Context: an optimization exercise on an open-source flow, tuned for small area, a short achievable clock period and few clock cycles per item. The choices shown serve that exercise and are no tape-out recipe. No activity file was given, so power comes from the tool's default toggle rates.

Design pwm_frame_parser, start of the top module:
module pwm_frame_parser (
   input  logic             clock,
   input  logic             reset,
   input  logic             req_valid,
   output logic             req_ready,
   input  logic [8:0]       req_data,
   output logic             rsp_valid,
   input  logic             rsp_ready,
   output logic [35:0]      rsp_data
);
==> module pfp_queue, before the edit <==
module pfp_queue (
   input  logic                 clock,
   input  logic                 reset,
   input  logic                 hit,
   input  logic                 wr,
   input  logic                 take,
   input  logic [4:0]           fill_n,
   input  logic [15:0][7:0]     win,
   output logic                 pend,
   output logic                 req_ready,
   output logic [15:0]          rd_raw
);
   logic       read;
   logic [2:0] rd_ch;
   logic [3:0] rd_pos;
   logic       pend_r;      
   logic       pend_s;      
   logic [3:0] pos_r;
   logic [3:0] pos_s;
   logic       rr_r;
   logic       rr_s;
   logic       nw;          
   logic       wn;          
   assign read = take && pend;
   assign pend_s = hit || pend;
   assign pos_s  = hit ? 4'd0 : rd_pos - 4'(wr);
   assign pend_r = (rd_ch != 3'd7);
   assign pos_r  = rd_pos + 4'd2 - 4'(wr);
   assign nw     = (fill_n + 5'(req_ready) < 5'd4);
   assign wn     = req_ready && (fill_n >= 5'd4);
   assign rr_s   = !pend_s || nw || (pos_s > 4'(wn));
   assign rr_r   = !pend_r || nw || (pos_r > 4'(wn));
   always_ff @(posedge clock) begin
      if (reset) begin
         pend      <= 1'b0;
         req_ready <= 1'b1;
      end else begin
         pend      <= read ? pend_r : pend_s;
         req_ready <= read ? rr_r : rr_s;
      end
      rd_pos <= read ? pos_r : pos_s;
      if (hit)       rd_ch <= '0;
      else if (read) rd_ch <= rd_ch + 1'b1;
   end
   logic [15:0] sel;
   always_comb begin
      for (int i = 0; i < 16; i++) sel[i] = (rd_pos == 4'(i));
      rd_raw = '0;
      for (int i = 0; i < 15; i++) begin
         rd_raw[15:8] |= {8{sel[i]}} & win[i];
         rd_raw[7:0]  |= {8{sel[i]}} & win[i+1];
      end
   end
endmodule
==> module pfp_back, before the edit <==
module pfp_back (
   input  logic                 clock,
   input  logic                 reset,
   input  logic                 pend,
   input  logic [15:0]          rd_raw,
   output logic                 take,
   output logic                 rsp_valid,
   input  logic                 rsp_ready,
   output logic [35:0]          rsp_data
);
   logic        adv;
   logic        take_b;
   logic        a_v;
   logic [15:0] a_raw;
   logic        a_neg;
   logic        a_sat;
   logic        b_v;
   logic [15:0] b_raw;
   logic        b_sat;
   logic [21:0] b_x;
   logic [21:0] b_y;
   logic [21:0] b_sum;
   logic        b_c;
   logic        o_v;
   logic [2:0]  o_ch;
   logic        o_last;
   logic [15:0] o_raw;
   logic [15:0] o_duty;
   logic [33:0] mx;
   logic [33:0] my;
   logic [12:0] lo;
   logic        sent;
   assign adv    = !o_v || rsp_ready;
   assign take_b = !b_v || adv;
   assign take   = !a_v || take_b;
   assign sent   = o_v && rsp_ready;
   always_ff @(posedge clock) begin
      if (reset) begin
         a_v    <= 1'b0;
         b_v    <= 1'b0;
         o_v    <= 1'b0;
         o_ch   <= '0;
         o_last <= 1'b0;
      end else begin
         if (take)   a_v <= pend;
         if (take_b) b_v <= a_v;
         if (adv)    o_v <= b_v;
         if (sent) begin
            o_ch   <= o_ch + 1'b1;
            o_last <= (o_ch == 3'd6);
         end
      end
   end
   pfp_mul u_mul (.r(a_raw[13:0]), .neg(a_neg), .x(mx), .y(my));
   assign lo    = {1'b0, mx[11:0]} + {1'b0, my[11:0]};
   assign b_sum = b_x + b_y + 22'(b_c);
   always_ff @(posedge clock) begin
      if (take) begin
         a_raw <= rd_raw;
         a_neg <= (rd_raw < 16'd5000);
         a_sat <= (rd_raw >= 16'd10000);
      end
      if (take_b) begin
         b_raw <= a_raw;
         b_sat <= a_sat;
         b_x   <= mx[33:12];
         b_y   <= my[33:12];
         b_c   <= lo[12];
      end
      if (adv) begin
         o_raw  <= b_raw;
         o_duty <= b_sat ? pfp_pkg::DUTY_MAX : b_sum[21:6];
      end
   end
   assign rsp_valid = o_v;
   assign rsp_data  = {o_ch, o_raw, o_duty, o_last};
endmodule
==> module pwm_frame_parser, before the edit <==
module pwm_frame_parser (
   input  logic             clock,
   input  logic             reset,
   input  logic             req_valid,
   output logic             req_ready,
   input  logic [8:0]       req_data,
   output logic             rsp_valid,
   input  logic             rsp_ready,
   output logic [35:0]      rsp_data
);
   logic             in_v;
   logic [7:0]       in_b;
   logic             in_be;
   logic             hit;
   logic             wr;
   logic [4:0]       fill;
   logic [15:0][7:0] win;
   logic             take;
   logic             pend;
   logic             in_v_n;
   logic [4:0]       fill_n;
   logic [15:0]      rd_raw;
   always_ff @(posedge clock) begin
      in_v  <= in_v_n;
      in_b  <= req_data[8:1];
      in_be <= req_data[0];
   end
   assign in_v_n = !reset && req_valid && req_ready;
   pfp_front u_front (
      .clock (clock),
      .reset (reset),
      .in_v  (in_v),
      .in_b  (in_b),
      .in_be (in_be),
      .hit   (hit),
      .wr    (wr),
      .fill  (fill),
      .fill_n (fill_n),
      .win   (win)
   );
   pfp_queue u_queue (
      .clock  (clock),
      .reset  (reset),
      .hit    (hit),
      .wr     (wr),
      .take   (take),
      .win    (win),
      .pend   (pend),
      .fill_n (fill_n),
      .req_ready (req_ready),
      .rd_raw (rd_raw)
   );
   pfp_back u_back (
      .clock     (clock),
      .reset     (reset),
      .pend      (pend),
      .rd_raw    (rd_raw),
      .take      (take),
      .rsp_valid (rsp_valid),
      .rsp_ready (rsp_ready),
      .rsp_data  (rsp_data)
   );
endmodule
Settings: LEC_CHECK=0, ABC_CLOCK_PERIOD_IN_PS=2500, CAP_MARGIN=20, CORE_MARGIN=2, CORE_UTILIZATION=60, CTS_BUF_LIST=sky130_fd_sc_hd__clkbuf_4 sky130_fd_sc_hd__clkbuf_8, CTS_CLUSTER_SIZE=30, SETUP_SLACK_MARGIN=4.2, SLEW_MARGIN=20; clock period 7.0 ns.
run.sh (not shown) runs the stock make flow with config.mk's settings and CLKGATE_MAP_FILE= SYNTH_SCRIPT=/design/flow/synth_recipe.tcl, a recipe that flattens the netlist after the stock synthesis.
The baseline ran to the end with no violations.
Then changed:
--- a/flow/design.v
+++ b/flow/design.v
@@ -72,7 +72,8 @@
    input  logic                 reset,
    input  logic                 hit,
-   input  logic                 wr,
    input  logic                 take,
-   input  logic [4:0]           fill_n,
+   input  logic                 in_v,
+   input  logic                 in_be,
+   input  logic [4:0]           fill,
    input  logic [15:0][7:0]     win,
    output logic                 pend,
@@ -91,12 +92,16 @@
    logic       nw;          
    logic       wn;          
+   logic       wr_nh;       
+   logic [4:0] fill_nh;
    assign read = take && pend;
+   assign wr_nh   = in_v && !in_be && (fill >= 5'd4);
+   assign fill_nh = (in_v && in_be) ? 5'd0 : (in_v && fill != 5'd20) ? fill + 5'd1 : fill;
    assign pend_s = hit || pend;
-   assign pos_s  = hit ? 4'd0 : rd_pos - 4'(wr);
+   assign pos_s  = pend ? rd_pos - 4'(wr_nh) : 4'd0;
    assign pend_r = (rd_ch != 3'd7);
-   assign pos_r  = rd_pos + 4'd2 - 4'(wr);
-   assign nw     = (fill_n + 5'(req_ready) < 5'd4);
-   assign wn     = req_ready && (fill_n >= 5'd4);
-   assign rr_s   = !pend_s || nw || (pos_s > 4'(wn));
+   assign pos_r  = rd_pos + 4'd2 - 4'(wr_nh);
+   assign nw     = (fill_nh + 5'(req_ready) < 5'd4);
+   assign wn     = req_ready && (fill_nh >= 5'd4);
+   assign rr_s   = !pend || nw || (pos_s > 4'(wn));
    assign rr_r   = !pend_r || nw || (pos_r > 4'(wn));
    always_ff @(posedge clock) begin
@@ -109,5 +114,5 @@
       end
       rd_pos <= read ? pos_r : pos_s;
-      if (hit)       rd_ch <= '0;
+      if (!pend)     rd_ch <= '0;
       else if (read) rd_ch <= rd_ch + 1'b1;
    end
@@ -142,7 +147,7 @@
    logic [15:0] b_raw;
    logic        b_sat;
-   logic [21:0] b_x;
-   logic [21:0] b_y;
-   logic [21:0] b_sum;
+   logic [25:0] b_x;
+   logic [25:0] b_y;
+   logic [25:0] b_sum;
    logic        b_c;
    logic        o_v;
@@ -153,5 +158,5 @@
    logic [33:0] mx;
    logic [33:0] my;
-   logic [12:0] lo;
+   logic [8:0]  lo;
    logic        sent;
    assign adv    = !o_v || rsp_ready;
@@ -177,6 +182,6 @@
    end
    pfp_mul u_mul (.r(a_raw[13:0]), .neg(a_neg), .x(mx), .y(my));
-   assign lo    = {1'b0, mx[11:0]} + {1'b0, my[11:0]};
-   assign b_sum = b_x + b_y + 22'(b_c);
+   assign lo    = {1'b0, mx[7:0]} + {1'b0, my[7:0]};
+   assign b_sum = b_x + b_y + 26'(b_c);
    always_ff @(posedge clock) begin
       if (take) begin
@@ -188,11 +193,11 @@
          b_raw <= a_raw;
          b_sat <= a_sat;
-         b_x   <= mx[33:12];
-         b_y   <= my[33:12];
-         b_c   <= lo[12];
+         b_x   <= mx[33:8];
+         b_y   <= my[33:8];
+         b_c   <= lo[8];
       end
       if (adv) begin
          o_raw  <= b_raw;
-         o_duty <= b_sat ? pfp_pkg::DUTY_MAX : b_sum[21:6];
+         o_duty <= b_sat ? pfp_pkg::DUTY_MAX : b_sum[25:10];
       end
    end
@@ -708,9 +713,10 @@
       .reset  (reset),
       .hit    (hit),
-      .wr     (wr),
+      .in_v   (in_v),
+      .in_be  (in_be),
+      .fill   (fill),
       .take   (take),
       .win    (win),
       .pend   (pend),
-      .fill_n (fill_n),
       .req_ready (req_ready),
       .rd_raw (rd_raw)
After rerunning: Area after synthesis rises by 4.6%; wire length grows by 0.59%; power came out lower by about 44%; utilization came out lower by 1.2 points; synthesized cell count goes up by about 10%.
No functional check of the RTL was part of any run of this note.

[afterwards: timing with drivers on the ports]
No port has a modelled driver above. Below, the same layouts with a new extraction and two added sets of constraints.
Step 1 sets driving cells, clkbuf_16 on the clock port and buf_2 on the other inputs (assumed; they add their load-dependent delay and slew).
Step 2 also shifts input and output timing later by t, the mid clock arrival at the registers, as if the neighbouring blocks saw the same clock.
a / b / c = no drivers / after step 1 / after step 2; a / b = the first two.
| run | t, ns | slack for setup (ns) | hold WS [ns] | worst data-port slew with drivers (ns) |
|---|---|---|---|---|
| the first run | 0.607 | 4.035 / 4.035 / 3.598 | 0.411 / 0.411 / 0.411 | 0.03 |
| the second run | 0.599 | 4.188 / 4.209 / 3.610 | 0.417 / 0.417 / 0.417 | 0.04 |
After both steps every run listed still meets setup and hold. For the second run, which loses most, drivers alone change the setup slack by +0.021 ns; drivers and shift together by -0.578 ns.
